This is an optimization exercise on Yosys and OpenROAD, whose aim is small area, a short achievable clock period and few clock cycles per item, not a production implementation.
At most, simulation tests tie the RTL to the original design; equivalence was not proved.
Only the layout flow was run in run 1; the RTL was not checked for function there.
Power and IR drop assume default switching activity.

===== design.v =====
package gzb_pkg;
  localparam int GRID_COLS  = 4;
  localparam int GRID_ROWS  = 4;
  localparam int ZONE_COUNT = GRID_COLS * GRID_ROWS;
  localparam int FILL_W     = 9;     
  localparam int SCR_W      = 12;
  localparam int ZS_W       = SCR_W - 2;    
  localparam int COORD_W    = 14;
  localparam logic [SCR_W-1:0] SCR_W_RESET = SCR_W'(800);
  localparam logic [SCR_W-1:0] SCR_H_RESET = SCR_W'(600);
  localparam logic OP_CLEAR  = 1'b0;
  localparam logic OP_INSERT = 1'b1;
endpackage
import gzb_pkg::*;
module gzb_lanes (
  input  logic [gzb_pkg::ZS_W-1:0]   zs,
  input  logic [11:0]                b3,
  input  logic signed [13:0]         p,
  output logic [3:0]                 hit
);
  logic [11:0] b [5];
  logic [4:0]  lt, eq;
  logic        neg, big;
  assign b[0] = 12'd0;
  assign b[1] = 12'(zs);
  assign b[2] = {1'b0, zs, 1'b0};
  assign b[3] = b3;
  assign b[4] = {zs, 2'b00};
  assign neg  = p[13];
  assign big  = !p[13] && p[12];
  always_comb begin
    for (int k = 0; k < 5; k++) begin
      lt[k] = neg || (!big && (p[11:0] < b[k]));
      eq[k] = !neg && !big && (p[11:0] == b[k]);
    end
    for (int k = 0; k < 4; k++)
      hit[k] = !lt[k] && (lt[k+1] || eq[k+1]);
  end
endmodule
import gzb_pkg::*;
module grid_zone_binning (
  input  logic                           clk,
  input  logic                           rst_n,
  input  logic                           in_tvalid,
  output logic                           in_tready,
  input  logic [55:0]                    in_tdata,
  input  logic                           in_tuser,
  output logic                           out_tvalid,
  input  logic                           out_tready,
  output logic [15:0]                    out_tdata,
  output logic [1:0]                     out_tuser,
  output logic                           out_tlast,
  input  logic                           cfg_valid,
  output logic                           cfg_ready,
  input  logic [0:0]                     cfg_index,
  input  logic [11:0]                    cfg_data
);
  logic [ZS_W-1:0] zw_r, zh_r;
  logic [11:0]     bw3, bh3;
  logic        rdy_r, rv_r, rop_r;
  logic [3:0]  rc0_r, rr0_r;
  logic [13:0] rx1_r, ry1_r;
  logic [3:0]  c0_hit, r0_hit, c1_hit, r1_hit;
  logic [13:0] x0, y0, x1, y1;
  logic        acc;
  logic [3:0]  col_hit, row_hit;
  logic        f1v, f2v, f1op, f2op;
  logic [3:0]  f1r, f1c, f2r, f2c;
  logic        hv, hop;
  logic [3:0]  hr, hc, hcl;
  logic [3:0]  rsel, csel;
  logic        step, pop, popd, last, last_c, hit;
  logic        f1_ld, f2_ld;
  logic [2:0]  n_all;
  logic [3:0]  zone;
  logic        pv_r, phit_r, plast_r, pclr_r;
  logic [3:0]  pzone_r;
  logic [15:0] sel, sel_r, we;
  logic [8:0]  fs_raw, fs, inc;
  logic        same;
  logic [8:0]  fill_r [ZONE_COUNT];
  logic [15:0] fv_r;
  logic        ov_r, oclr_r;
  logic [14:0] res, o_r;         
  assign cfg_ready = 1'b1;
  assign in_tready = rdy_r;
  assign acc       = in_tvalid && rdy_r;
  always_ff @(posedge clk) begin
    if (!rst_n) begin
      zw_r <= SCR_W_RESET[SCR_W-1:2];
      zh_r <= SCR_H_RESET[SCR_W-1:2];
    end else if (cfg_valid) begin
      if (cfg_index == 1'b0) zw_r <= cfg_data[SCR_W-1:2];
      else                   zh_r <= cfg_data[SCR_W-1:2];
    end
  end
  assign bw3 = 12'(zw_r) + {1'b0, zw_r, 1'b0};
  assign bh3 = 12'(zh_r) + {1'b0, zh_r, 1'b0};
  assign x0 = {in_tdata[20], in_tdata[20:8]};
  assign y0 = {in_tdata[33], in_tdata[33:21]};
  assign x1 = x0 + 14'(in_tdata[42:34]);
  assign y1 = y0 + 14'(in_tdata[51:43]);
  gzb_lanes u_c0 (.zs(zw_r), .b3(bw3), .p(x0), .hit(c0_hit));
  gzb_lanes u_r0 (.zs(zh_r), .b3(bh3), .p(y0), .hit(r0_hit));
  always_ff @(posedge clk) begin
    rop_r <= in_tuser;
    rc0_r <= c0_hit;
    rr0_r <= r0_hit;
    rx1_r <= x1;
    ry1_r <= y1;
  end
  gzb_lanes u_c1 (.zs(zw_r), .b3(bw3), .p(rx1_r), .hit(c1_hit));
  gzb_lanes u_r1 (.zs(zh_r), .b3(bh3), .p(ry1_r), .hit(r1_hit));
  assign col_hit = rc0_r | c1_hit;
  assign row_hit = rr0_r | r1_hit;
  always_comb begin
    rsel = '0;
    csel = '0;
    for (int i = 3; i >= 0; i--) begin
      if (hr[i])  rsel = 4'(1) << i;
      if (hcl[i]) csel = 4'(1) << i;
    end
    for (int r = 0; r < 4; r++)
      for (int c = 0; c < 4; c++)
        sel[4*r+c] = rsel[r] && csel[c] && hit;
  end
  assign hit    = hv && hop && (hr != '0) && (hc != '0);
  assign last_c = (hcl & ~csel) == '0;
  assign last   = !hit || (last_c && ((hr & ~rsel) == '0));
  assign zone   = hit ? {rsel[3] | rsel[2], rsel[3] | rsel[1],
                         csel[3] | csel[2], csel[3] | csel[1]} : 4'd0;
  assign step   = !ov_r || out_tready;
  assign pop    = !hv || (step && last);
  assign popd   = hv && step && last;
  always_ff @(posedge clk) begin
    if (!rst_n) begin
      pv_r <= 1'b0;
    end else if (step) begin
      pv_r <= hv;
    end
  end
  always_ff @(posedge clk) begin
    if (step) begin
      phit_r  <= hit;
      plast_r <= last;
      pclr_r  <= hop == OP_CLEAR;
      pzone_r <= zone;
      sel_r   <= sel;
    end
  end
  always_comb begin
    fs_raw = '0;
    for (int z = 0; z < ZONE_COUNT; z++)
      fs_raw = fs_raw | ({9{sel_r[z] && fv_r[z]}} & fill_r[z]);
  end
  assign inc  = o_r[14] ? 9'd256 : ({1'b0, o_r[11:4]} + 9'd1);
  assign same = phit_r && ov_r && o_r[13] && (o_r[3:0] == pzone_r);
  assign fs   = (ov_r && oclr_r) ? 9'd0 : (same ? inc : fs_raw);
  assign res  = {fs[8], phit_r, plast_r, fs[7:0], pzone_r};
  always_comb begin
    for (int z = 0; z < ZONE_COUNT; z++)
      we[z] = step && ov_r && o_r[13] && !o_r[14] && (o_r[3:0] == 4'(z));
  end
  assign f1_ld = popd ? (f2v || (rv_r && f1v)) : (rv_r && hv && !f1v);
  assign f2_ld = rv_r && (popd ? f2v : (f1v && !f2v));
  assign n_all = 3'(hv) + 3'(f1v) + 3'(f2v) + 3'(rv_r);
  always_ff @(posedge clk) begin
    if (!rst_n) begin
      hv  <= 1'b0;
      f1v <= 1'b0;
      f2v <= 1'b0;
    end else begin
      hv  <= pop ? (f1v || rv_r) : 1'b1;
      f1v <= pop ? (f2v || (f1v && rv_r)) : (f1v || (hv && rv_r));
      f2v <= pop ? (f2v && rv_r) : (f2v || (f1v && rv_r));
    end
  end
  always_ff @(posedge clk) begin
    if (pop) begin
      if (f1v) begin
        hop <= f1op;
        hr  <= f1r;
        hc  <= f1c;
        hcl <= f1c;
      end else begin
        hop <= rop_r;
        hr  <= row_hit;
        hc  <= col_hit;
        hcl <= col_hit;
      end
    end else if (step) begin
      if (last_c) begin
        hr  <= hr & ~rsel;
        hcl <= hc;
      end else begin
        hcl <= hcl & ~csel;
      end
    end
    if (f1_ld) begin
      f1op <= f2v ? f2op : rop_r;
      f1r  <= f2v ? f2r  : row_hit;
      f1c  <= f2v ? f2c  : col_hit;
    end
    if (f2_ld) begin
      f2op <= rop_r;
      f2r  <= row_hit;
      f2c  <= col_hit;
    end
  end
  always_ff @(posedge clk) begin
    if (!rst_n) begin
      rv_r  <= 1'b0;
      rdy_r <= 1'b0;
    end else begin
      rv_r  <= acc;
      if (acc) rdy_r <= popd ? (n_all <= 3'd2) : (n_all <= 3'd1);
      else     rdy_r <= popd ? (n_all <= 3'd3) : (n_all <= 3'd2);
    end
  end
  always_ff @(posedge clk) begin
    if (!rst_n) begin
      fv_r <= '0;
    end else if (step && ov_r && oclr_r) begin
      fv_r <= '0;
    end else begin
      fv_r <= fv_r | we;
    end
  end
  always_ff @(posedge clk) begin
    for (int z = 0; z < ZONE_COUNT; z++)
      if (we[z]) fill_r[z] <= inc;
  end
  always_ff @(posedge clk) begin
    if (!rst_n) begin
      ov_r <= 1'b0;
    end else if (step) begin
      ov_r <= pv_r;
    end
  end
  always_ff @(posedge clk) begin
    if (step) begin
      o_r    <= res;
      oclr_r <= pclr_r;
    end
  end
  assign out_tvalid = ov_r;
  assign out_tdata  = {4'b0000, o_r[11:0]};
  assign out_tuser  = {o_r[14], o_r[13]};
  assign out_tlast  = o_r[12];
endmodule

===== run.sh =====
#!/bin/bash
# synth_recipe.tcl (not shown) runs the flow's synth.tcl, then flattens the netlist and writes it again
# the make line also repeats each setting of config.mk as NAME=value (left out here)
make -C /OpenROAD-flow-scripts/flow DESIGN_CONFIG=/design/flow/config.mk WORK_HOME=/design/flow/orfs CLKGATE_MAP_FILE= SYNTH_SCRIPT=/design/flow/synth_recipe.tcl finish

===== config.mk =====
export PLATFORM = sky130hd
export DESIGN_NAME = grid_zone_binning
export DESIGN_NICKNAME = grid_zone_binning
export VERILOG_FILES = /design/flow/design.v
export SDC_FILE = /design/flow/constraint.sdc
export NUM_CORES = 4
export LEC_CHECK = 0
export ABC_CLOCK_PERIOD_IN_PS = 2600
export CAP_MARGIN = 20
export CORE_MARGIN = 2
export CORE_UTILIZATION = 40
export PLACE_DENSITY = 0.6
export SETUP_SLACK_MARGIN = 3.4
export SLEW_MARGIN = 20

===== constraint.sdc =====
create_clock -name core_clock -period 6.0 [get_ports {clk}]
set_input_delay 1.2000 -clock core_clock [delete_from_list [all_inputs] [get_ports {clk}]]
set_output_delay 1.2000 -clock core_clock [all_outputs]
set_load 0.01 [all_outputs]

==> flow_summary_export.csv, run 1 <==
group,metric,value,unit
clock_network,cts.sinks,294,
sta,rsz0062_at_grt,"yes",
logic_synthesis,synth_top_area_share,38.7,%
clock_network,ctsRootBufferMaster,"clkbuf_16",
setup_path,regToRegEndpoint,"hr[3]$_DFFE_PP_",
power,power_density,254,nW/um^2
sta,fin_crit_sh,59.0,%
sta,final_max_slew_viol_count,0,
logic_synthesis,synth.cell_area,16600,um^2
route,vias,12439,
sta,setup_viol,0,
setup_path,crit_family,"adder cells",
final_layout,nets,1926,
setup_path,cp-end-kind,"flip-flop",
global_routing,grtUsageTotal,19.9,%
final_layout,area_growth,23.9,%
logic_synthesis,synth_area_leader_cell,"edfxtp_1",
floorplanning,io_pins,97,
logic_synthesis,avgSynthCellArea,11.1,um^2
power,vdd_ir_drop_max,0.203,mV
route,wire_per_inst,19.9,um
floorplanning,die_w,208,um
final_layout,num_antenna_cells,0,
logic_synthesis,yosysWarnings,4,
setup_path,reg2reg_slack,2.46,ns
final_layout,fin_area,20600,um^2
power,p_total,5.23,mW
final_layout,ff_latch_area,8050,um^2
sta,setup_slack,2.46,ns
logic_synthesis,synth_area_leaders,"edfxtp_1, ha_1, dfxtp_1, nor2_1, nand2_1",
worst_hold_path,holdPathEnd,"oclr_r$_DFFE_PN_",
route,routed_wl,43.9,mm
clock_network,clock_latency,0.58,ns
sta,hold_viol,0,
sta,finalCriticalPeriod,3.54,ns
logic_synthesis,netlist_instances,1491,
logic_synthesis,synth_common_cells,"edfxtp_1, ha_1, nor2_1, nand2_1, dfxtp_1",
clock_network,htreeDepth,1,
place,port_buffers,77,
logic_synthesis,yosysUniqueCellTypes,81,
clock_network,numCtsBuffers,30,
setup_path,critPathMostFrequentCell,"a21o_1",
setup_path,slowest_stage,"dfxtp_4",
job,max_cap_violations,0,
setup_path,r2r_cells,14,
global_routing,grt_first_pass_wirelength,68.3,mm
floorplanning,dieArea,43200,um^2
final_layout,post_route_cells_drive_above_1_share,19.8,%
worst_hold_path,hold_start,"pclr_r$_DFFE_PN_",
route,avgViaCountPerCell,5.64,
route,drc,0,
floorplanning,die_y,208,um
worst_hold_path,min_path_type,"flip-flop to flip-flop",
setup_path,crit_buf_inv,0,
setup_path,worstSetupPathType,"flip-flop to flip-flop",
logic_synthesis,synth_seq_area_share,48.3,%
logic_synthesis,synth_most_common_cell,"edfxtp_1",
floorplanning,rows,74,
sta,slew_headroom,28.9,%
setup_path,crit_fanout,3,
logic_synthesis,ys_ff_latch,294,
setup_path,crit_chain,"ha_4 -> fa_2 -> a21o_1 -> a21oi_2 -> xor2_2 -> ha_1 -> a21o_1 -> maj3_2 -> a221oi_2 -> o221ai_2 -> maj3_2 -> a31oi_1 -> a21o_1 -> a21oi_1",
final_layout,multiInputGateArea,9040,um^2
setup_path,max_stage_delay,0.36,ns
status,outcome,"timing/DRC/antenna clean",
global_routing,grt_pass1_vias,12273,
floorplanning,core-area,40900,um^2
clock_network,cts_max_path_buffers,3,
logic_synthesis,synth_flop_cell,"edfxtp_1",
sta,worst_pin_slew,1.06,ns
place,dp_slack,2.19,ns
place,placed_area,18200,um^2
worst_hold_path,min_path_cells,0,
final_layout,nFillCells,3704,
setup_path,critical_path_arrival,3.87,ns
setup_path,regToRegStartpoint,"zh_r[1]$_SDFFE_PN1P_",
global_routing,grt-ovfl-total,0,
setup_path,start_kind,"flip-flop",
place,place_hpwl,31.2,mm
sta,fmax,283,MHz
sta,timing.hold.ws,0.434,ns
clock_network,cts_tree,"yes",
logic_synthesis,synthArstFlopShare,0,%
route,drt_iter0_drc,720,
floorplanning,start_util,40.6,%
global_routing,grt_max_degree,29,
route,first_pass_iters,5,
global_routing,antenna_found_initial,2,
sta,fin_setup_tns,0,ns
logic_synthesis,synth_edf_count,214,
setup_path,cp.required,6.33,ns
clock_network,clkTransAtPathRegs,0.06,ns
place,gp_congestion,0.840,
power,leakage,8.17,nW
route,ant_nets,0,
sta,skew,0.00928,ns
==> power breakdown <==
group	switching, mW	leakage [nW]	internal [mW]
Clock	0.793	0.501	1.08
Sequential	0.0845	2.78	2.22
Combinational	0.539	4.89	0.514
Total	1.42	8.17	3.82
==> per-stage QoR <==
stage               instances  utilization (%)
detailed placement       2065             44.5
global placement         2062             44.4
CTS                      2189             49.4
finish                   2205             50.3
floorplan                1494                -
global route             2205             50.3
==> worst max path at each step <==
stage,cells past startpoint,slack (ns),from,end
final,14,2.46,zh_r[1]$_SDFFE_PN1P_,hr[3]$_DFFE_PP_
after global routing,14,2.31,zh_r[1]$_SDFFE_PN1P_,hr[3]$_DFFE_PP_
after CTS,14,2.40,zh_r[1]$_SDFFE_PN1P_,hr[3]$_DFFE_PP_
after detailed placement,14,2.19,zh_r[0]$_SDFFE_PN0P_,hr[3]$_DFFE_PP_
after global placement,7,2.19,out_tready,hcl[1]$_DFFE_PP_
after floorplan,14,2.65,zh_r[0]$_SDFFE_PN0P_,hr[3]$_DFFE_PP_
==> routing by layer <==
metal | global-route usage [%] | routed length, um | up-vias | part of all wire, %
met5 | 0 | 23 | - | 0.052
met2 | 35.0 | 21700 | 317 | 49
li1 | - | - | 5987 | -
met1 | 25.6 | 19000 | 6058 | 43
met3 | 2.78 | 2050 | 73 | 4.7
met4 | 5.33 | 1130 | 4 | 2.6
==> cell type report <==
class / count / share of cell area, %
Multi-Input combinational cell: 1080 / 43.9
Timing Repair Buffer: 169 / 7.37
Tap cell: 532 / 3.23
Sequential cell: 294 / 39.1
Timing Repair inverter: 1 / 0.0365
Inverter: 73 / 1.41
Clock inverter: 13 / 0.565
Clock buffer: 43 / 4.34
==> state kept, by name, indices dropped and copies added, names as in the netlist, 4 cells and up <==
register	cells
zh_r	10
f1r	4
f2r	4
rx1_r	14
fill_r	144
rr0_r	4
o_r	15
f2c	4
rc0_r	4
hr	4
fv_r	16
hc	4
hcl	4
zw_r	10
sel_r	16
pzone_r	4
f1c	4
ry1_r	14
==> cells by family (layout without fill, tap and decap cells) <==
family / Yosys count / in the layout / share of synthesized area [%]
and+or+nand+nor: 414 / 414 / 12.3
AOI/OAI and AO/OA: 390 / 390 / 17.0
DFF: 294 / 294 / 48.3
adders and majority gates: 210 / 210 / 15.9
buffers and inverters: 120 / 299 / 2.84
xor gates and xnor gates: 47 / 47 / 2.64
muxes: 14 / 14 / 0.911
other: 2 / 5 / 0.0452
==> placed cells by master, fill, tap and decap left out, types with 20 or more instances in the layout <==
cell type,count
buf_4,82
clkbuf_16,33
clkdlybuf4s50_1,37
a221oi_1,30
xnor2_1,23
inv_1,60
ha_4,22
nand4_1,37
dfxtp_1,68
a22o_1,30
nand3_1,28
ha_1,173
edfxtp_1,214
nor3_1,20
o21a_1,35
nand2_1,95
nor2b_1,25
o211ai_1,23
nor2_1,90
a21o_1,41
a21oi_1,52
o21ai_0,31
==> what timing repair did <==
item / CTS / global route
setup buffers: 67 / 15
pin swaps: 79 / 45
setup endpoints to repair: 273 / 175
gates cloned: 1 / 0
endpoints found under the hold margin: 0 / 0
gates resized for setup: 150 / 69
hold buffers: 0 / 0
==> inputs of run 2 (changes only) <==
--- a/design.v
+++ b/design.v
@@ -15,26 +15,24 @@
 module gzb_lanes (
   input  logic [gzb_pkg::ZS_W-1:0]   zs,
   input  logic [11:0]                b3,
-  input  logic signed [13:0]         p,
+  input  logic [11:0]                u,
+  input  logic                       oor,
   output logic [3:0]                 hit
 );
   logic [11:0] b [5];
-  logic [4:0]  lt, eq;
-  logic        neg, big;
+  logic [4:0]  lt, le;
   assign b[0] = 12'd0;
   assign b[1] = 12'(zs);
   assign b[2] = {1'b0, zs, 1'b0};
   assign b[3] = b3;
   assign b[4] = {zs, 2'b00};
-  assign neg  = p[13];
-  assign big  = !p[13] && p[12];
   always_comb begin
     for (int k = 0; k < 5; k++) begin
-      lt[k] = neg || (!big && (p[11:0] < b[k]));
-      eq[k] = !neg && !big && (p[11:0] == b[k]);
+      lt[k] = u < b[k];
+      le[k] = u <= b[k];
     end
     for (int k = 0; k < 4; k++)
-      hit[k] = !lt[k] && (lt[k+1] || eq[k+1]);
+      hit[k] = !oor && !lt[k] && le[k+1];
   end
 endmodule
 import gzb_pkg::*;
@@ -56,12 +54,12 @@
   input  logic [11:0]                    cfg_data
 );
   logic [ZS_W-1:0] zw_r, zh_r;
-  logic [11:0]     bw3, bh3;
+  logic [11:0]     bw3_r, bh3_r, b3_new;
   logic        rdy_r, rv_r, rop_r;
   logic [3:0]  rc0_r, rr0_r;
-  logic [13:0] rx1_r, ry1_r;
+  logic [12:0] rx1_r, ry1_r;    
   logic [3:0]  c0_hit, r0_hit, c1_hit, r1_hit;
-  logic [13:0] x0, y0, x1, y1;
+  logic [13:0] x1, y1;
   logic        acc;
   logic [3:0]  col_hit, row_hit;
   logic        f1v, f2v, f1op, f2op;
@@ -80,37 +78,41 @@
   logic        same;
   logic [8:0]  fill_r [ZONE_COUNT];
   logic [15:0] fv_r;
-  logic        ov_r, oclr_r;
+  logic        ov_r, oclr_r, wpend_r;
   logic [14:0] res, o_r;         
   assign cfg_ready = 1'b1;
   assign in_tready = rdy_r;
   assign acc       = in_tvalid && rdy_r;
-  always_ff @(posedge clk) begin
-    if (!rst_n) begin
-      zw_r <= SCR_W_RESET[SCR_W-1:2];
-      zh_r <= SCR_H_RESET[SCR_W-1:2];
+  assign b3_new = 12'(cfg_data[SCR_W-1:2]) + {1'b0, cfg_data[SCR_W-1:2], 1'b0};
+  always_ff @(posedge clk) begin
+    if (!rst_n) begin
+      zw_r  <= SCR_W_RESET[SCR_W-1:2];
+      zh_r  <= SCR_H_RESET[SCR_W-1:2];
+      bw3_r <= 12'(3 * (SCR_W_RESET / 4));
+      bh3_r <= 12'(3 * (SCR_H_RESET / 4));
     end else if (cfg_valid) begin
-      if (cfg_index == 1'b0) zw_r <= cfg_data[SCR_W-1:2];
-      else                   zh_r <= cfg_data[SCR_W-1:2];
-    end
-  end
-  assign bw3 = 12'(zw_r) + {1'b0, zw_r, 1'b0};
-  assign bh3 = 12'(zh_r) + {1'b0, zh_r, 1'b0};
-  assign x0 = {in_tdata[20], in_tdata[20:8]};
-  assign y0 = {in_tdata[33], in_tdata[33:21]};
-  assign x1 = x0 + 14'(in_tdata[42:34]);
-  assign y1 = y0 + 14'(in_tdata[51:43]);
-  gzb_lanes u_c0 (.zs(zw_r), .b3(bw3), .p(x0), .hit(c0_hit));
-  gzb_lanes u_r0 (.zs(zh_r), .b3(bh3), .p(y0), .hit(r0_hit));
+      if (cfg_index == 1'b0) begin
+        zw_r  <= cfg_data[SCR_W-1:2];
+        bw3_r <= b3_new;
+      end else begin
+        zh_r  <= cfg_data[SCR_W-1:2];
+        bh3_r <= b3_new;
+      end
+    end
+  end
+  assign x1 = {in_tdata[20], in_tdata[20:8]} + 14'(in_tdata[42:34]);
+  assign y1 = {in_tdata[33], in_tdata[33:21]} + 14'(in_tdata[51:43]);
+  gzb_lanes u_c0 (.zs(zw_r), .b3(bw3_r), .u(in_tdata[19:8]),  .oor(in_tdata[20]), .hit(c0_hit));
+  gzb_lanes u_r0 (.zs(zh_r), .b3(bh3_r), .u(in_tdata[32:21]), .oor(in_tdata[33]), .hit(r0_hit));
   always_ff @(posedge clk) begin
     rop_r <= in_tuser;
     rc0_r <= c0_hit;
     rr0_r <= r0_hit;
-    rx1_r <= x1;
-    ry1_r <= y1;
-  end
-  gzb_lanes u_c1 (.zs(zw_r), .b3(bw3), .p(rx1_r), .hit(c1_hit));
-  gzb_lanes u_r1 (.zs(zh_r), .b3(bh3), .p(ry1_r), .hit(r1_hit));
+    rx1_r <= {x1[13] | x1[12], x1[11:0]};
+    ry1_r <= {y1[13] | y1[12], y1[11:0]};
+  end
+  gzb_lanes u_c1 (.zs(zw_r), .b3(bw3_r), .u(rx1_r[11:0]), .oor(rx1_r[12]), .hit(c1_hit));
+  gzb_lanes u_r1 (.zs(zh_r), .b3(bh3_r), .u(ry1_r[11:0]), .oor(ry1_r[12]), .hit(r1_hit));
   assign col_hit = rc0_r | c1_hit;
   assign row_hit = rr0_r | r1_hit;
   always_comb begin
@@ -159,7 +161,7 @@
   assign res  = {fs[8], phit_r, plast_r, fs[7:0], pzone_r};
   always_comb begin
     for (int z = 0; z < ZONE_COUNT; z++)
-      we[z] = step && ov_r && o_r[13] && !o_r[14] && (o_r[3:0] == 4'(z));
+      we[z] = wpend_r && o_r[13] && !o_r[14] && (o_r[3:0] == 4'(z));
   end
   assign f1_ld = popd ? (f2v || (rv_r && f1v)) : (rv_r && hv && !f1v);
   assign f2_ld = rv_r && (popd ? f2v : (f1v && !f2v));
@@ -220,7 +222,7 @@
   always_ff @(posedge clk) begin
     if (!rst_n) begin
       fv_r <= '0;
-    end else if (step && ov_r && oclr_r) begin
+    end else if (wpend_r && oclr_r) begin
       fv_r <= '0;
     end else begin
       fv_r <= fv_r | we;
@@ -232,9 +234,11 @@
   end
   always_ff @(posedge clk) begin
     if (!rst_n) begin
-      ov_r <= 1'b0;
-    end else if (step) begin
-      ov_r <= pv_r;
+      ov_r    <= 1'b0;
+      wpend_r <= 1'b0;
+    end else begin
+      if (step) ov_r <= pv_r;
+      wpend_r <= step && pv_r;
     end
   end
   always_ff @(posedge clk) begin
==> flow/run.sh (new file) <==
#!/bin/bash
# standard layout, with plain buffers (not delay cells) on the ports
set -o pipefail
export BUFFER_PORTS_ARGS="-buffer_cell sky130_fd_sc_hd__buf_2"
bash standard.sh > standard.log 2>&1
==> standard.sh (new file) <==
#!/bin/bash
# synth_recipe.tcl (not shown) runs the flow's synth.tcl, then flattens the netlist and writes it again
# the make line also repeats each setting of config.mk as NAME=value (left out here)
make -C /OpenROAD-flow-scripts/flow DESIGN_CONFIG=/design/flow/config.mk WORK_HOME=/design/flow/orfs CLKGATE_MAP_FILE= SYNTH_SCRIPT=/design/flow/synth_recipe.tcl "${@:-finish}"
--- a/config.mk
+++ b/config.mk
@@ -9,6 +9,7 @@
 export CAP_MARGIN = 20
 export CORE_MARGIN = 2
 export CORE_UTILIZATION = 40
+export CTS_BUF_LIST = sky130_fd_sc_hd__clkbuf_8
 export PLACE_DENSITY = 0.6
 export SETUP_SLACK_MARGIN = 3.4
 export SLEW_MARGIN = 20
removed: run.sh
==> run 2 against run 1 <==
  * Critical path depth shrank 8
  * Critical path type is now input pin to flip-flop
  * Die area grew 2.3%
  * Sequential cell count grew 21
  * First-iteration DRC count grew 18%
  * Synthesized cell count grew 3.9%
  * Clock skew grew 0.0099 ns
  * Largest cell class is now registers
  * Still clean on timing, DRC and antenna
  * Design area shrank 7.2%
==> flow_summary_export.csv, run 2 <==
group,metric,value,unit
final_layout,nFillCells,3922,
logic_synthesis,synth_edf_count,214,
setup_path,crit_chain,"buf_2 -> ha_1 -> a211o_1 -> a2111oi_1 -> nand2_1 -> a211oi_1",
sta,fin_crit_sh,43.5,%
sta,rsz0062_at_grt,"no",
clock_network,cts.sinks,315,
worst_hold_path,min_path_type,"flip-flop to flip-flop",
setup_path,start_kind,"input pin",
setup_path,crit_family,"compound AO/OA/AOI/OAI gates",
setup_path,cp-end-kind,"flip-flop",
logic_synthesis,yosysUniqueCellTypes,77,
final_layout,final_cell_mix,"edfxtp_1, ha_1, inv_1",
route,drt_iter0_drc,852,
place,gp_congestion,0.866,
logic_synthesis,synth_most_common_cell,"edfxtp_1",
logic_synthesis,synth_seq_area_share,49.7,%
route,avgViaCountPerCell,5.63,
global_routing,antenna_found_initial,3,
place,dp.cells,2130,
final_layout,fin_area,19100,um^2
logic_synthesis,synth_top_area_share,37.8,%
clock_network,htreeDepth,2,
global_routing,grt_max_degree,33,
final_layout,area_growth,12.3,%
setup_path,cp.required,6.46,ns
setup_path,max_stage_delay,0.65,ns
floorplanning,die_w,210,um
final_layout,post_route_cells_drive_above_1_share,13.0,%
place,dp_slack,2.17,ns
final_layout,largest_registers,"fill_r x144, fv_r x16, sel_r x16",
power,vdd_ir_drop_max,0.135,mV
final_layout,largest_reg_flops,144,
final_layout,final_common_cell,"edfxtp_1",
job,max_cap_violations,0,
sta,slew_headroom,29.9,%
power,power_density,258,nW/um^2
final_layout,regMostFlops,"fill_r",
global_routing,grt_pass1_vias,12424,
route,wire_per_inst,19.8,um
logic_synthesis,synth.cell_area,17000,um^2
clock_network,numCtsBuffers,49,
status,outcome,"timing/DRC/antenna clean",
clock_network,cts_tree,"yes",
sta,fin_setup_tns,0,ns
floorplanning,io_pins,97,
global_routing,grtUsageTotal,20.1,%
logic_synthesis,synth_flop_cell,"edfxtp_1",
final_layout,nets,1933,
sta,skew,0.0191,ns
power,p_total,4.93,mW
logic_synthesis,yosysWarnings,4,
sta,setup_slack,3.39,ns
route,routed_wl,44.2,mm
place,place_hpwl,31.6,mm
floorplanning,core-area,41900,um^2
sta,fmax,383,MHz
sta,worst_pin_slew,1.05,ns
sta,setup_viol,0,
route,ant_nets,0,
logic_synthesis,netlist_instances,1549,
setup_path,critical_path_arrival,3.07,ns
logic_synthesis,ys_ff_latch,315,
floorplanning,start_util,40.5,%
floorplanning,dieArea,44200,um^2
clock_network,cts_max_path_buffers,3,
power,leakage,7.74,nW
global_routing,grt_first_pass_wirelength,69.4,mm
logic_synthesis,synth_area_leaders,"edfxtp_1, ha_1, dfxtp_1, a21oi_1, nor2_1",
clock_network,clock_latency,0.59,ns
global_routing,grt-ovfl-total,0,
logic_synthesis,synthArstFlopShare,0,%
place,port_buffers,77,
logic_synthesis,avgSynthCellArea,11.0,um^2
clock_network,ctsRootBufferMaster,"clkbuf_8",
setup_path,crit_fanout,5,
floorplanning,rows,75,
logic_synthesis,synth_area_leader_cell,"edfxtp_1",
final_layout,stdcell_count,2231,
floorplanning,die_y,210,um
route,vias,12566,
setup_path,crit_buf_inv,1,
route,drc,0,
sta,final_max_slew_viol_count,0,
route,first_pass_iters,7,
sta,finalCriticalPeriod,2.61,ns
setup_path,worstSetupPathType,"input pin to flip-flop",
clock_network,clkTransAtPathRegs,0.06,ns
sta,hold_viol,0,
place,placed_area,18100,um^2
setup_path,slowest_stage,"a2111oi_1",
logic_synthesis,synth_common_cells,"edfxtp_1, ha_1, nor2_1, dfxtp_1",
-- run 2: layer usage --
layer / vias to the layer above / part of all wire [%] / GRT usage, %
met5: - / 0.038 / 0
met2: 362 / 50 / 35.7
met3: 79 / 4.9 / 2.99
li1: 6063 / - / -
met1: 6058 / 43 / 25.3
met4: 4 / 2.3 / 5.80
-- run 2: cell type report --
| cell class | count | area [um^2] | area share, % |
|---|---|---|---|
| Multi-Input combinational cell | 1084 | 8120 | 42.5 |
| Clock inverter | 38 | 164 | 0.858 |
| Sequential cell | 315 | 8450 | 44.2 |
| Timing Repair inverter | 2 | 12.5 | 0.0655 |
| Antenna cell | 1 | 2.50 | 0.0131 |
| Tap cell | 539 | 674 | 3.53 |
| Timing Repair Buffer | 104 | 613 | 3.21 |
| Clock buffer | 50 | 688 | 3.60 |
| Inverter | 98 | 374 | 1.96 |
-- run 2: kinds of logic (layout without fill, tap and decap cells) --
| group | Yosys count | count (layout) | share of synthesized area, % |
|---|---|---|---|
| AOI/OAI and AO/OA | 417 | 417 | 16.9 |
| and+or+nand+nor | 413 | 413 | 12.0 |
| DFF | 315 | 315 | 49.7 |
| adders and majority gates | 205 | 205 | 15.3 |
| buffers and inverters | 153 | 292 | 3.61 |
| xor gates and xnor gates | 31 | 31 | 1.60 |
| muxes | 13 | 13 | 0.832 |
| other | 2 | 6 | 0.0442 |
-- run 2: what timing repair did --
action	in CTS	in global routing
cloned	2	0
hold buffers	0	0
pin swaps	1	4
buffers inserted	5	5
endpoints found under the setup margin	21	52
gates resized for setup	3	11
-- run 2: where the power goes --
group | internal, mW | switching, mW | total, mW
logic | 0.354 | 0.466 | 0.820
registers | 2.39 | 0.105 | 2.49
clock network | 0.775 | 0.835 | 1.61
-- run 2: path summary, 6_finish.rpt --
kind | startpoint | end | slack (ns) | cells past startpoint
hold reg to reg | plast_r$_DFFE_PN_ | o_r[12]$_DFFE_PN_ | 0.42 | 0
setup / recovery | in_tdata[28] | rr0_r[1]$_DFF_P_ | 3.39 | 6
hold / removal | plast_r$_DFFE_PN_ | o_r[12]$_DFFE_PN_ | 0.42 | 0
setup reg to reg | o_r[14]$_SDFFCE_PP0N_ | fill_r[8][3]$_DFFE_PP_ | 3.53 | 5
-- run 2: worst reg2reg max path, delay by kind of cell, from the launching register on --
| kind | cells | cell delay [ns] |
|---|---|---|
| buffers and inverters | 2 | 0.50 |
| DFF | 1 | 0.45 |
| and+or+nand+nor | 3 | 1.21 |
-- run 2: through the flow --
| step | utilization (%) | hold slack, ns |
|---|---|---|
| 2_1_floorplan | - | 0.400 |
| 3_3_place_gp | 43.0 | 0.406 |
| 3_5_place_dp | 43.1 | 0.411 |
| 4_1_cts | 45.3 | 0.426 |
| 5_1_grt | 45.5 | 0.436 |
| 6_report | 45.5 | 0.423 |
Testbench counts of run 2, summed over its fixed seeds: cycles 8,777, items 4,800.
==> inputs of run 3 (changes only) <==
--- a/config.mk
+++ b/config.mk
@@ -11,5 +11,5 @@
 export CORE_UTILIZATION = 40
 export CTS_BUF_LIST = sky130_fd_sc_hd__clkbuf_8
 export PLACE_DENSITY = 0.6
-export SETUP_SLACK_MARGIN = 3.4
+export SETUP_SLACK_MARGIN = 3.6
 export SLEW_MARGIN = 20
==> run 3 against run 2 <==
  * Largest power group unchanged
  * Via count increased by 0.92%
  * Clock-buffer cell count increased by 9
  * Clock skew up 0.0070 ns
  * First-iteration DRC count fell by 9.6%
  * Register-to-register slack improved by 0.11 ns
  * Critical path depth down 5
  * Worst setup slack gained 0.16 ns
  * Critical path type is now flip-flop to output pin
  * Synthesized cell count unchanged
  * Hold slack worse by 0.016 ns
==> flow_summary_export.csv, run 3 <==
group,metric,value,unit
floorplanning,rows,75,
route,wl_met3,2.04,mm
floorplanning,core-area,41900,um^2
global_routing,grt-ovfl-total,0,
final_layout,fin_area,20100,um^2
power,vdd_ir_drop_max,0.163,mV
route,met1_length,19.4,mm
setup_path,regToRegStartpoint,"hcl[2]$_DFFE_PP_",
logic_synthesis,synth_common_cells,"edfxtp_1, ha_1, nor2_1, dfxtp_1",
setup_path,crit_fanout,3,
final_layout,area_growth,18.0,%
final_layout,largest_registers,"fill_r x144, fv_r x16, sel_r x16",
sta,hold_viol,0,
setup_path,cp-end-kind,"output pin",
setup_path,crit_chain,"buf_2",
clock_network,clkTransAtPathRegs,0.06,ns
sta,setup_viol,0,
route,wire_per_inst,19.7,um
logic_synthesis,synth_flop_cell,"edfxtp_1",
sta,fmax,409,MHz
logic_synthesis,netlist_instances,1549,
power,power_density,263,nW/um^2
global_routing,grtUsageTotal,19.9,%
global_routing,grt_pass1_vias,12503,
final_layout,nets,1973,
floorplanning,dieArea,44200,um^2
final_layout,post_route_cells_drive_above_1_share,20.0,%
route,routed_wl,44.7,mm
route,vias,12681,
final_layout,regMostFlops,"fill_r",
logic_synthesis,synth_edf_count,214,
power,leakage,8.09,nW
worst_hold_path,min_path_type,"flip-flop to flip-flop",
sta,fin_crit_sh,40.8,%
logic_synthesis,synth_area_leaders,"edfxtp_1, ha_1, dfxtp_1, a21oi_1, nor2_1",
logic_synthesis,synth_top_area_share,37.8,%
setup_path,crit_buf_inv,1,
route,first_pass_iters,5,
setup_path,slowest_stage,"edfxtp_1",
setup_path,cp.required,4.80,ns
place,dp.cells,2131,
logic_synthesis,synthArstFlopShare,0,%
logic_synthesis,yosysUniqueCellTypes,77,
setup_path,max_stage_delay,0.45,ns
clock_network,clock_latency,0.61,ns
setup_path,critical_path_arrival,1.25,ns
setup_path,start_kind,"flip-flop",
floorplanning,start_util,40.5,%
route,drc,0,
final_layout,final_common_cell,"edfxtp_1",
route,avgViaCountPerCell,5.57,
logic_synthesis,ys_ff_latch,315,
setup_path,r2r_cells,8,
route,ant_nets,0,
logic_synthesis,synth_most_common_cell,"edfxtp_1",
clock_network,numCtsBuffers,50,
logic_synthesis,yosysWarnings,4,
clock_network,cts.sinks,315,
sta,final_max_slew_viol_count,0,
sta,rsz0062_at_grt,"yes",
setup_path,regToRegEndpoint,"f2c[2]$_DFFE_PP_",
setup_path,crit_start,"o_r[14]$_SDFFCE_PP0N_",
setup_path,worstSetupPathType,"flip-flop to output pin",
logic_synthesis,avgSynthCellArea,11.0,um^2
clock_network,ctsRootBufferMaster,"clkbuf_8",
final_layout,num_antenna_cells,0,
clock_network,cts_tree,"yes",
sta,skew,0.0261,ns
global_routing,grt_max_degree,42,
job,max_cap_violations,0,
global_routing,grt_first_pass_wirelength,68.8,mm
final_layout,largest_reg_flops,144,
route,highest_layer,"met5",
place,gp_congestion,0.882,
floorplanning,die_y,210,um
place,placed_area,18200,um^2
final_layout,final_cell_mix,"edfxtp_1, ha_1, nor2_1",
global_routing,antenna_found_initial,3,
place,place_hpwl,31.8,mm
route,wl_met2,22.3,mm
final_layout,stdcell_count,2275,
route,drt_iter0_drc,770,
setup_path,endpoint,"out_tuser[1]",
setup_path,reg2reg_slack,3.64,ns
sta,worst_pin_slew,1.05,ns
floorplanning,io_pins,97,
logic_synthesis,synth.cell_area,17000,um^2
status,outcome,"timing/DRC/antenna clean",
setup_path,path_depth,1,
logic_synthesis,synth_area_leader_cell,"edfxtp_1",
sta,finalCriticalPeriod,2.45,ns
logic_synthesis,synth_seq_area_share,49.7,%
setup_path,crit_family,"flip-flops",
sta,fin_setup_tns,0,ns
place,port_buffers,77,
floorplanning,die_w,210,um
clock_network,cts_max_path_buffers,3,
clock_network,htreeDepth,2,
sta,slew_headroom,29.8,%
==> run 3: how the worst min path moves through the flow <==
stage	from	end	slack, ns	depth (start not counted)
global placement	pclr_r$_DFFE_PN_	oclr_r$_DFFE_PN_	0.40	0
global route	pclr_r$_DFFE_PN_	oclr_r$_DFFE_PN_	0.41	0
detailed placement	pclr_r$_DFFE_PN_	oclr_r$_DFFE_PN_	0.41	0
finish	plast_r$_DFFE_PN_	o_r[12]$_DFFE_PN_	0.41	0
CTS	plast_r$_DFFE_PN_	o_r[12]$_DFFE_PN_	0.39	0
floorplan	plast_r$_DFFE_PN_	o_r[12]$_DFFE_PN_	0.40	0
==> run 3: report_power, final <==
part | switching [mW] | total, mW | internal (mW)
Clock | 0.867 | 1.86 | 0.992
Sequential | 0.103 | 2.50 | 2.39
Combinational | 0.503 | 0.914 | 0.411
==> run 3: what timing repair did <==
action / in CTS / in global routing
hold endpoints to repair: 0 / 0
endpoints found under the setup margin: 98 / 75
hold buffers: 0 / 0
pin swaps: 10 / 30
cloned: 0 / 1
buffers inserted: 30 / 19
gates resized for setup: 30 / 81
==> run 3: final cells by class <==
class	count	area (um^2)
Fill cell	3809	21900
Multi-Input combinational cell	1084	8490
Sequential cell	315	8470
Timing Repair Buffer	145	1010
Clock buffer	59	812
Tap cell	539	674
Inverter	98	377
Clock inverter	35	219
==> run 3: cell families after synthesis <==
group,share of synthesized area (%)
AO/OA/AOI/OAI,16.9
XOR/XNOR,1.60
adder cells (fa/ha/maj),15.3
buffers and inverters,3.61
flip-flops,49.7
multiplexers,0.832
other,0.0442
AND/OR/NAND/NOR,12.0
==> run 3: per-layer routing <==
| layer | up-vias | GRT usage, % |
|---|---|---|
| li1 | 6160 | - |
| met1 | 6119 | 25.1 |
| met2 | 319 | 35.8 |
| met3 | 77 | 2.88 |
| met4 | 6 | 5.21 |
| met5 | - | 0 |
==> run 3: through the flow <==
step | setup WS, ns | hold WS, ns | power, mW | util [%]
2_1_floorplan | 3.00 | 0.400 | 3.11 | -
3_3_place_gp | 2.54 | 0.405 | 3.31 | 43.4
3_5_place_dp | 2.51 | 0.410 | 3.36 | 43.4
4_1_cts | 3.46 | 0.391 | 5.24 | 46.7
5_1_grt | 3.50 | 0.406 | 5.53 | 47.8
6_report | 3.55 | 0.407 | 5.27 | 47.8
==> inputs of run 4 (changes only) <==
--- a/config.mk
+++ b/config.mk
@@ -5,11 +5,11 @@
 export SDC_FILE = /design/flow/constraint.sdc
 export NUM_CORES = 4
 export LEC_CHECK = 0
-export ABC_CLOCK_PERIOD_IN_PS = 2600
+export ABC_CLOCK_PERIOD_IN_PS = 2300
 export CAP_MARGIN = 20
 export CORE_MARGIN = 2
 export CORE_UTILIZATION = 40
 export CTS_BUF_LIST = sky130_fd_sc_hd__clkbuf_8
 export PLACE_DENSITY = 0.6
-export SETUP_SLACK_MARGIN = 3.6
+export SETUP_SLACK_MARGIN = 3.5
 export SLEW_MARGIN = 20
==> run 4 against run 3 <==
  * Still clean on timing, DRC and antenna
  * Non-clock buffer count down 21
  * Synthesized cell count unchanged
  * Wire length up 1.7%
  * Sequential share of layout area up 1.1 points
  * Critical path depth unchanged
  * Critical endpoint is now out_tdata[1]
  * Largest power group unchanged
==> flow_summary_export.csv, run 4 <==
group,metric,value,unit
power,p_total,5.15,mW
final_layout,num_antenna_cells,0,
route,drc,0,
clock_network,clkTransAtPathRegs,0.06,ns
worst_hold_path,min_path_type,"flip-flop to flip-flop",
worst_hold_path,hold_start,"plast_r$_DFFE_PN_",
setup_path,cp-end-kind,"output pin",
floorplanning,die_w,210,um
sta,timing.hold.ws,0.419,ns
sta,finalCriticalPeriod,2.51,ns
job,max_cap_violations,0,
setup_path,worstSetupPathType,"flip-flop to output pin",
route,wire_per_inst,20.2,um
global_routing,grt-ovfl-total,0,
final_layout,fin_util,46.5,%
logic_synthesis,yosysWarnings,4,
power,leakage,7.94,nW
sta,rsz0062_at_grt,"yes",
route,drt_iter0_drc,810,
floorplanning,die_y,210,um
logic_synthesis,avgSynthCellArea,11.0,um^2
logic_synthesis,synth_common_cells,"edfxtp_1, ha_1, nor2_1, dfxtp_1",
clock_network,cts.sinks,315,
setup_path,crit_start,"o_r[1]$_DFFE_PN_",
logic_synthesis,synth_top_area_share,37.8,%
final_layout,final_common_cell,"edfxtp_1",
route,vias,12849,
global_routing,grt_max_degree,32,
final_layout,area_growth,14.8,%
sta,fin_crit_sh,41.8,%
place,placed_area,18100,um^2
final_layout,nets,1954,
place,port_buffers,77,
sta,skew,0.0140,ns
status,outcome,"timing/DRC/antenna clean",
logic_synthesis,ys_ff_latch,315,
floorplanning,core-area,41900,um^2
logic_synthesis,yosysUniqueCellTypes,77,
floorplanning,io_pins,97,
clock_network,clock_latency,0.60,ns
sta,setup_viol,0,
logic_synthesis,netlist_instances,1549,
final_layout,regMostFlops,"fill_r",
logic_synthesis,synthArstFlopShare,0,%
floorplanning,rows,75,
power,vdd_ir_drop_max,0.154,mV
sta,fin_setup_tns,0,ns
clock_network,cts_hold_buf,0,
logic_synthesis,synth_flop_cell,"edfxtp_1",
setup_path,crit_fanout,2,
place,dp.cells,2131,
setup_path,crit_family,"flip-flops",
setup_path,max_stage_delay,0.51,ns
final_layout,stdcell_count,2256,
route,avgViaCountPerCell,5.70,
global_routing,grt_first_pass_wirelength,71.3,mm
setup_path,start_kind,"flip-flop",
route,ant_nets,0,
sta,hold_viol,0,
final_layout,final_cell_mix,"edfxtp_1, ha_1, inv_1",
floorplanning,start_util,40.5,%
logic_synthesis,synth_seq_area_share,49.7,%
route,routed_wl,45.5,mm
clock_network,numCtsBuffers,50,
logic_synthesis,synth_area_leader_cell,"edfxtp_1",
clock_network,ctsRootBufferMaster,"clkbuf_8",
sta,worst_pin_slew,0.986,ns
clock_network,htreeDepth,2,
sta,final_max_slew_viol_count,0,
logic_synthesis,synth_edf_count,214,
final_layout,largest_registers,"fill_r x144, fv_r x16, sel_r x16",
place,place_hpwl,32.2,mm
place,dp_slack,2.25,ns
final_layout,largest_reg_flops,144,
logic_synthesis,synth.cell_area,17000,um^2
setup_path,crit_buf_inv,1,
power,power_density,264,nW/um^2
logic_synthesis,synth_most_common_cell,"edfxtp_1",
route,first_pass_iters,5,
clock_network,cts_max_path_buffers,3,
sta,setup_slack,3.49,ns
global_routing,grtUsageTotal,20.7,%
sta,slew_headroom,34.1,%
floorplanning,dieArea,44200,um^2
setup_path,crit_chain,"buf_2",
final_layout,post_route_cells_drive_above_1_share,16.1,%
global_routing,grt_pass1_vias,12807,
sta,fmax,399,MHz
clock_network,cts_tree,"yes",
setup_path,slowest_stage,"edfxtp_1",
setup_path,critical_path_arrival,1.31,ns
global_routing,antenna_found_initial,2,
logic_synthesis,synth_area_leaders,"edfxtp_1, ha_1, dfxtp_1, a21oi_1, nor2_1",
setup_path,regToRegStartpoint,"zw_r[2]$_SDFFE_PN0P_",
setup_path,cp.required,4.80,ns
place,gp_congestion,0.885,
final_layout,fin_area,19500,um^2
==> run 4: cell counts after synthesis <==
No cell type changed its count.
==> run 4: what timing repair did <==
| action | 4_1_cts | 5_1_grt |
|---|---|---|
| resized for setup | 15 | 34 |
| setup endpoints to repair | 64 | 75 |
| pin swaps | 10 | 21 |
| buffers inserted | 17 | 10 |
| cloned | 2 | 0 |
| hold endpoints to repair | 0 | 0 |
==> run 4: layer usage <==
| metal | share of wire [%] | vias up | track usage, % |
|---|---|---|---|
| li1 | - | 6125 | - |
| met1 | 42 | 6270 | 25.6 |
| met2 | 50 | 353 | 37.2 |
| met3 | 5.2 | 97 | 3.08 |
| met4 | 2.8 | 4 | 6.29 |
| met5 | 0.057 | - | 0 |
==> run 4: final timing paths <==
check                           cells after the start  slack [ns]                 to
worst max-delay path                                1        3.49       out_tdata[1]
worst max register to register                      9        3.54   f1c[1]$_DFFE_PP_
worst min register to register                      0        0.42  o_r[12]$_DFFE_PN_
worst min-delay path                                0        0.42  o_r[12]$_DFFE_PN_
==> run 4: logic make-up (layout without fill, tap and decap cells) <==
kind of cell / Yosys count / after routing / share of synthesized area [%]
compound gates: 417 / 417 / 16.9
xor+xnor: 31 / 31 / 1.60
fa+ha+maj: 205 / 205 / 15.3
buf+inv: 153 / 318 / 3.61
flops: 315 / 315 / 49.7
mux: 13 / 13 / 0.832
other cells: 2 / 5 / 0.0442
simple gates: 413 / 413 / 12.0
==> run 4: report_power, final <==
group	internal (mW)	leakage, nW	switching (mW)
logic	0.376	4.49	0.487
registers	2.39	2.86	0.106
clock network	0.934	0.588	0.861
==> run 4: cell type report <==
type / instances / area, um^2
fillers: 3901 / 22400
flip-flops and latches: 315 / 8460
multi-input cells: 1084 / 8230
repair buffers: 124 / 779
clock buffers: 55 / 757
well taps: 539 / 674
inverters: 98 / 374
clock inverters: 39 / 229
repair inverters: 2 / 12.5
==> inputs of run 5 (changes only) <==
--- a/design.v
+++ b/design.v
@@ -77,7 +77,8 @@
   logic [8:0]  fs_raw, fs, inc;
   logic        same;
   logic [8:0]  fill_r [ZONE_COUNT];
-  logic [15:0] fv_r;
+  logic        fclr;
+  logic [8:0]  fbus;
   logic        ov_r, oclr_r, wpend_r;
   logic [14:0] res, o_r;         
   assign cfg_ready = 1'b1;
@@ -153,7 +154,7 @@
   always_comb begin
     fs_raw = '0;
     for (int z = 0; z < ZONE_COUNT; z++)
-      fs_raw = fs_raw | ({9{sel_r[z] && fv_r[z]}} & fill_r[z]);
+      fs_raw = fs_raw | ({9{sel_r[z]}} & fill_r[z]);
   end
   assign inc  = o_r[14] ? 9'd256 : ({1'b0, o_r[11:4]} + 9'd1);
   assign same = phit_r && ov_r && o_r[13] && (o_r[3:0] == pzone_r);
@@ -219,18 +220,11 @@
       else     rdy_r <= popd ? (n_all <= 3'd3) : (n_all <= 3'd2);
     end
   end
-  always_ff @(posedge clk) begin
-    if (!rst_n) begin
-      fv_r <= '0;
-    end else if (wpend_r && oclr_r) begin
-      fv_r <= '0;
-    end else begin
-      fv_r <= fv_r | we;
-    end
-  end
+  assign fclr = !rst_n || (wpend_r && oclr_r);
+  assign fbus = inc & {9{!fclr}};
   always_ff @(posedge clk) begin
     for (int z = 0; z < ZONE_COUNT; z++)
-      if (we[z]) fill_r[z] <= inc;
+      if (we[z] || fclr) fill_r[z] <= fbus;
   end
   always_ff @(posedge clk) begin
     if (!rst_n) begin
==> run 5 against run 4 <==
  * Cell count shrank 3.6%
  * Synthesized area fell by 3.3%
  * Hold slack better by 0.0044 ns
  * Synthesized cell count down 4.2%
  * Utilization rose by 0.10 points
  * Critical path depth unchanged
  * Clock-buffer cell count is 1 lower
  * Sequential share of layout area down 0.55 points
  * Sequential cell count fell by 16
  * Die area down 3.2%
  * Fmax increased by 0.23%
  * Highest routed layer is now met4
==> flow_summary_export.csv, run 5 <==
group,metric,value,unit
clock_network,cts_max_path_buffers,3,
setup_path,crit_family,"flip-flops",
job,max_cap_violations,0,
setup_path,crit_start,"o_r[2]$_DFFE_PN_",
route,routed_wl,43.9,mm
global_routing,grt_max_degree,57,
power,leakage,7.85,nW
setup_path,slowest_stage,"edfxtp_1",
logic_synthesis,synthArstFlopShare,0,%
logic_synthesis,yosysUniqueCellTypes,75,
clock_network,cts_hold_buf,0,
sta,fin_crit_sh,41.7,%
logic_synthesis,ys_ff_latch,299,
setup_path,max_stage_delay,0.49,ns
setup_path,worstSetupPathType,"flip-flop to output pin",
route,ant_nets,0,
route,wire_per_inst,20.2,um
worst_hold_path,min_path_type,"flip-flop to flip-flop",
sta,worst_pin_slew,1.11,ns
status,outcome,"timing/DRC/antenna clean",
place,gp_congestion,0.863,
place,place_hpwl,31.0,mm
sta,rsz0062_at_grt,"yes",
worst_hold_path,hold_start,"plast_r$_DFFE_PN_",
global_routing,grt_pass1_vias,11997,
setup_path,regToRegStartpoint,"zw_r[7]$_SDFFE_PN1P_",
logic_synthesis,yosys.area_share.simple,11.3,%
logic_synthesis,synth.area.mux_share,0.662,%
sta,fin_setup_tns,0,ns
clock_network,htreeDepth,2,
sta,slew_headroom,25.3,%
final_layout,final_cell_mix,"edfxtp_1, ha_1, inv_1",
route,avgViaCountPerCell,5.61,
logic_synthesis,synth.cell_area,16400,um^2
route,first_pass_iters,5,
logic_synthesis,synth-compound-area-share,17.2,%
final_layout,num_antenna_cells,0,
final_layout,regMostFlops,"fill_r",
floorplanning,dieArea,42700,um^2
logic_synthesis,synth_seq_area_share,49.4,%
global_routing,antenna_found_initial,0,
setup_path,crit_chain,"buf_2",
place,dp_slack,2.33,ns
setup_path,start_kind,"flip-flop",
place,placed_area,17500,um^2
final_layout,fin_area,19000,um^2
sta,timing.hold.ws,0.424,ns
final_layout,post_route_cells_drive_above_1_share,16.1,%
sta,skew,0.0187,ns
logic_synthesis,synth_top_area_share,39.1,%
logic_synthesis,synth_adder_area_share,15.8,%
logic_synthesis,netlist_instances,1484,
logic_synthesis,yosysWarnings,4,
route,vias,12194,
global_routing,grt_first_pass_wirelength,66.9,mm
setup_path,cp-end-kind,"output pin",
clock_network,cts_tree,"yes",
clock_network,cts.sinks,299,
clock_network,clkTransAtPathRegs,0.06,ns
floorplanning,die_y,207,um
logic_synthesis,synth_edf_count,214,
global_routing,grt-ovfl-total,0,
clock_network,clock_latency,0.63,ns
final_layout,largest_registers,"fill_r x144, sel_r x16, o_r x15",
route,drt_iter0_drc,821,
setup_path,cp.required,4.80,ns
floorplanning,start_util,40.4,%
floorplanning,rows,74,
logic_synthesis,synth_area_leaders,"edfxtp_1, ha_1, dfxtp_1, o21ai_0, nand2_1",
sta,setup_viol,0,
power,vdd_ir_drop_max,0.181,mV
global_routing,grtUsageTotal,20.6,%
logic_synthesis,synth_area_leader_cell,"edfxtp_1",
final_layout,area_growth,15.5,%
sta,final_max_slew_viol_count,0,
final_layout,final_common_cell,"edfxtp_1",
clock_network,numCtsBuffers,50,
sta,finalCriticalPeriod,2.50,ns
logic_synthesis,synth-xor-area-share,1.81,%
logic_synthesis,synth_flop_cell,"edfxtp_1",
sta,hold_viol,0,
floorplanning,core-area,40700,um^2
final_layout,nets,1883,
setup_path,critical_path_arrival,1.30,ns
logic_synthesis,avgSynthCellArea,11.1,um^2
power,power_density,270,nW/um^2
sta,fmax,400,MHz
setup_path,crit_buf_inv,1,
floorplanning,io_pins,97,
logic_synthesis,synth_most_common_cell,"edfxtp_1",
route,drc,0,
floorplanning,die_w,207,um
place,port_buffers,77,
final_layout,largest_reg_flops,144,
sta,setup_slack,3.50,ns
clock_network,ctsRootBufferMaster,"clkbuf_8",
logic_synthesis,synth_top_family_by_area,"compound AO/OA/AOI/OAI gates",
logic_synthesis,synth_common_cells,"edfxtp_1, ha_1, nand2_1, inv_1, nor2_1",
setup_path,crit_fanout,3,
-- run 5: changes by cell type after synthesis, moves of 9 or more --
cell / change
a221oi_1: +10
and2_1: -9
dfxtp_1: -16
a21boi_0: +17
o21a_1: -15
o21ai_0: +21
nand3_1: +9
a211o_1: -10
nor2_1: -26
a21oi_1: -29
-- run 5: per-layer routing --
metal	share of wire, %	vias up	track usage (%)
met5	0	-	0
met4	2.6	0	6.76
met3	5.4	80	3.88
met2	49	326	36.2
met1	43	5899	25.6
li1	-	5889	-
-- run 5: cell families after synthesis --
family | Yosys count
DFF | 299
AOI/OAI and AO/OA | 407
xor gates and xnor gates | 34
adders and majority gates | 205
other | 2
and+or+nand+nor | 377
buffers and inverters | 150
muxes | 10
-- run 5: final cells by class --
cell class                 instances  area, um^2
timing repair inverter             2        10.0
tap                              532         666
multi-input combinational       1038        8050
clock inverter                    37         226
inverter                          99         392
clock buffer                      54         743
sequential                       299        8130
timing repair buffer             114         777
fill                            3732       21700
-- run 5: path summary, 6_finish.rpt --
check                            to  slack [ns]  cells after the start
setup / recovery       out_tdata[2]        3.50                      1
hold / removal    o_r[12]$_DFFE_PN_        0.42                      0
setup reg to reg   f1c[1]$_DFFE_PP_        3.51                      8
hold reg to reg   o_r[12]$_DFFE_PN_        0.42                      0
-- run 5: power by group --
| group | internal [mW] | total (mW) | switching, mW |
|---|---|---|---|
| sequential | 2.37 | 2.48 | 0.114 |
| clock | 0.919 | 1.75 | 0.835 |
| combinational | 0.377 | 0.892 | 0.515 |
-- run 5: what timing repair did --
action,in CTS,in global routing
cloned,2,0
setup buffers,11,20
hold endpoints to repair,0,0
pin swaps,2,13
endpoints found under the setup margin,297,190
resized for setup,9,30
-- run 5: metrics by stage --
step | total power, mW | utilization, % | cells
final | 5.13 | 46.6 | 2175
after global routing | 5.39 | 46.6 | 2175
after CTS | 5.13 | 45.7 | 2155
after detailed placement | 3.36 | 43.0 | 2051
after global placement | 3.32 | 43.0 | 2051
after floorplan | 3.08 | - | 1487
Testbench counts of run 5, summed over its fixed seeds: cycles 8,777, items 4,800.
==> inputs of run 6 (changes only) <==
--- a/config.mk
+++ b/config.mk
@@ -10,6 +10,8 @@
 export CORE_MARGIN = 2
 export CORE_UTILIZATION = 40
 export CTS_BUF_LIST = sky130_fd_sc_hd__clkbuf_8
+export CTS_CLUSTER_DIAMETER = 60
+export CTS_CLUSTER_SIZE = 14
 export PLACE_DENSITY = 0.6
 export SETUP_SLACK_MARGIN = 3.5
 export SLEW_MARGIN = 20
==> run 6 against run 5 <==
  * Die area stayed put
  * Cell count is 2.0% lower
  * Fmax is 0.18% higher
  * Register-to-register slack hardly changed
  * Sequential cell count stayed put
  * Critical path depth stayed put
  * Sequential share of layout area is 1.0 points higher
  * Clock-buffer cell count is 25 lower
  * Critical endpoint is now out_tdata[4]
  * Largest cell class unchanged
  * Highest routed layer unchanged
==> flow_summary_export.csv, run 6 <==
group,metric,value,unit
setup_path,start_kind,"flip-flop",
clock_network,clkTransAtPathRegs,0.10,ns
setup_path,crit_fanout,6,
power,switchingPower,1.35,mW
power,comb_power_share,19.2,%
power,leakage,7.59,nW
route,vias,12118,
sta,fin_crit_sh,41.6,%
final_layout,final_common_cell,"edfxtp_1",
status,outcome,"timing/DRC/antenna clean",
floorplanning,rows,74,
clock_network,numCtsBuffers,28,
final_layout,fin_area,18600,um^2
power,p_clk_share,27.3,%
global_routing,grt-ovfl-total,0,
route,ant_nets,0,
sta,hold_viol,0,
setup_path,critical_path_arrival,1.30,ns
global_routing,grtUsageTotal,20.1,%
logic_synthesis,synth_edf_count,214,
logic_synthesis,synth-compound-area-share,17.2,%
final_layout,nets,1857,
sta,setup_viol,0,
route,first_pass_iters,5,
global_routing,gr-usage-met2,36.1,%
logic_synthesis,avgSynthCellArea,11.1,um^2
sta,fmax,401,MHz
floorplanning,dieArea,42700,um^2
final_layout,area_growth,12.9,%
floorplanning,start_util,40.4,%
final_layout,regMostFlops,"fill_r",
logic_synthesis,synth_area_leaders,"edfxtp_1, ha_1, dfxtp_1, o21ai_0, nand2_1",
sta,rsz0062_at_grt,"yes",
floorplanning,die_w,207,um
route,avgViaCountPerCell,5.68,
logic_synthesis,synth_area_leader_cell,"edfxtp_1",
floorplanning,core-area,40700,um^2
logic_synthesis,synth_common_cells,"edfxtp_1, ha_1, nand2_1, inv_1, nor2_1",
logic_synthesis,yosysWarnings,4,
setup_path,slowest_stage,"edfxtp_1",
clock_network,htreeDepth,1,
sta,slew_headroom,26.4,%
setup_path,regToRegEndpoint,"f1c[1]$_DFFE_PP_",
worst_hold_path,holdPathEnd,"o_r[12]$_DFFE_PN_",
final_layout,largest_reg_flops,144,
sta,final_max_slew_viol_count,0,
route,routed_wl,43.3,mm
final_layout,ff_latch_area,8130,um^2
place,gp_congestion,0.863,
logic_synthesis,synth_adder_area_share,15.8,%
logic_synthesis,synth_seq_area_share,49.4,%
floorplanning,die_y,207,um
final_layout,multiInputGateArea,8060,um^2
clock_network,cts.sinks,299,
logic_synthesis,yosysUniqueCellTypes,75,
place,placed_area,17500,um^2
setup_path,max_stage_delay,0.49,ns
worst_hold_path,hold_start,"plast_r$_DFFE_PN_",
route,wire_per_inst,20.3,um
final_layout,post_route_cells_drive_above_1_share,14.8,%
global_routing,grt_pass1_vias,11729,
logic_synthesis,synth-xor-area-share,1.81,%
setup_path,cp-end-kind,"output pin",
logic_synthesis,synthArstFlopShare,0,%
logic_synthesis,ys_ff_latch,299,
place,port_buffers,77,
final_layout,largest_registers,"fill_r x144, sel_r x16, o_r x15",
logic_synthesis,netlist_instances,1484,
power,share_seq_of_total_power,53.5,%
final_layout,nFillCells,3776,
place,dp_slack,2.33,ns
final_layout,num_antenna_cells,0,
power,internal_power,3.29,mW
sta,finalCriticalPeriod,2.50,ns
setup_path,worstSetupPathType,"flip-flop to output pin",
sta,skew,0.0235,ns
power,swShare,29.1,%
global_routing,antenna_found_initial,0,
power,power_density,249,nW/um^2
power,vdd_ir_drop_max,0.158,mV
clock_network,ctsRootBufferMaster,"clkbuf_8",
logic_synthesis,synth.area.mux_share,0.662,%
logic_synthesis,synth_flop_cell,"edfxtp_1",
worst_hold_path,min_path_cells,0,
setup_path,crit_buf_inv,1,
global_routing,use_met3,2.10,%
worst_hold_path,min_path_type,"flip-flop to flip-flop",
job,max_cap_violations,0,
clock_network,cts_tree,"yes",
global_routing,grt_first_pass_wirelength,66.2,mm
route,drt_iter0_drc,842,
logic_synthesis,synth_top_area_share,39.1,%
setup_path,cp.required,4.80,ns
logic_synthesis,yosys.area_share.simple,11.3,%
setup_path,crit_family,"flip-flops",
final_layout,final_cell_mix,"edfxtp_1, ha_1, inv_1",
clock_network,cts_hold_buf,0,
logic_synthesis,synth_top_family_by_area,"compound AO/OA/AOI/OAI gates",
setup_path,crit_chain,"buf_2",
global_routing,met1_usage,26.2,%
sta,setup_slack,3.50,ns
global_routing,grt_max_degree,57,
global_routing,busiest_layer,"met2",
setup_path,reg2reg_slack,3.51,ns
power,p_total,4.63,mW
clock_network,cts_max_path_buffers,3,
setup_path,r2r_cells,8,
route,drc,0,
setup_path,regToRegStartpoint,"zw_r[7]$_SDFFE_PN1P_",
clock_network,clock_latency,0.61,ns
logic_synthesis,synth.cell_area,16400,um^2
final_layout,fin_util,45.6,%
sta,fin_setup_tns,0,ns
place,place_hpwl,31.0,mm
logic_synthesis,synth_most_common_cell,"edfxtp_1",
floorplanning,io_pins,97,
sta,worst_pin_slew,1.10,ns
-- run 6: cell counts after synthesis --
Identical to the previous run, type by type.
-- run 6: per-layer routing --
metal	vias up	routed length, um
met5	-	0
met4	0	932
met3	66	2040
met2	325	21300
met1	5914	19100
li1	5813	-
-- run 6: how the worst max path moves through the flow --
stage / from / endpoint / slack (ns) / cells after the start
floorplan: out_tready / f2c[0]$_DFFE_PP_ / 3.03 / 6
global placement: out_tready / f2r[1]$_DFFE_PP_ / 2.37 / 7
detailed placement: out_tready / f2r[2]$_DFFE_PP_ / 2.33 / 7
CTS: rst_n / fill_r[0][0]$_DFFE_PP_ / 3.10 / 4
global route: zw_r[7]$_SDFFE_PN1P_ / f1c[1]$_DFFE_PP_ / 3.41 / 8
finish: o_r[4]$_SDFFCE_PP0N_ / out_tdata[4] / 3.50 / 1
-- run 6: area by class of cell --
cell class / count / share of cell area, %
Multi-Input combinational cell: 1038 / 43.4
Clock buffer: 29 / 2.15
Sequential cell: 299 / 43.8
Inverter: 99 / 2.11
Timing Repair inverter: 2 / 0.0674
Tap cell: 532 / 3.59
Timing Repair Buffer: 110 / 3.96
Clock inverter: 23 / 0.896
-- run 6: what timing repair did --
action                                  CTS  global route
gates cloned                              2             0
endpoints found under the setup margin  305           190
pin swaps                                 3            13
buffers inserted                          9            16
gates resized for setup                  10            34
-- run 6: cells by family (layout without fill, tap and decap cells) --
group                    Yosys count  count (layout)
AO/OA/AOI/OAI                    407             407
other                              2               5
buffers and inverters            150             263
flip-flops                       299             299
XOR/XNOR                          34              34
AND/OR/NAND/NOR                  377             377
adder cells (fa/ha/maj)          205             205
multiplexers                      10              10
-- run 6: worst register-to-register path, stage by stage (launching register included) --
cell        delay, ns
dfxtp_1          0.36
clkinvlp_4       0.23
ha_1             0.36
and3_1           0.20
a221oi_1         0.24
nor2b_1          0.13
o31ai_2          0.32
o21bai_1         0.13
mux2_2           0.27
-- run 6: stage by stage --
step / std cells / hold slack [ns]
2_1_floorplan: 1487 / 0.400
3_3_place_gp: 2051 / 0.405
3_5_place_dp: 2051 / 0.410
4_1_cts: 2114 / 0.433
5_1_grt: 2132 / 0.461
6_report: 2132 / 0.432
-- run 6: power groups by stage --
stage / Clock [mW] / Sequential, mW / Combinational [mW]
floorplan: 0 / 2.47 / 0.609
global placement: 0 / 2.52 / 0.797
detailed placement: 0 / 2.53 / 0.833
CTS: 1.30 / 2.48 / 0.852
global route: 1.38 / 2.49 / 1.00
finish: 1.26 / 2.48 / 0.889

afterwards: timing with drivers on the ports:
The flow's constraints put no driver on any port. The routed layouts listed below were extracted and timed again, unchanged, in two steps.
Step 1 assumes that a clkbuf_16 drives the clock port and a buf_2 every other input.
Step 2, shift: input delay + t, output delay - t, t = (earliest + latest rising clock arrival at the registers) / 2. This alone moves slack from input paths to output paths.
a / b / c = ideal / step 1 / step 2; a / b = the first two.
| run | shift t [ns] | setup WS [ns] | latest minus earliest clock arrival (ns) |
|---|---|---|---|
| run 1 | 0.629 | 2.461 / 2.461 / 2.461 | 0.010 / 0.009 |
| run 2 | 0.631 | 3.391 / 3.415 / 2.786 | 0.021 / 0.021 |
| run 3 | 0.649 | 3.555 / 3.507 / 2.939 | 0.029 / 0.030 |
| run 4 | 0.647 | 3.493 / 3.445 / 2.937 | 0.017 / 0.017 |
| run 5 | 0.669 | 3.499 / 3.446 / 2.907 | 0.020 / 0.020 |
| run 6 | 0.655 | 3.503 / 3.451 / 2.912 | 0.026 / 0.025 |
After both steps setup and hold are still met in every run listed. The setup slack of run 3, which loses most, moves by -0.048 ns with the drivers and by -0.616 ns with both steps.
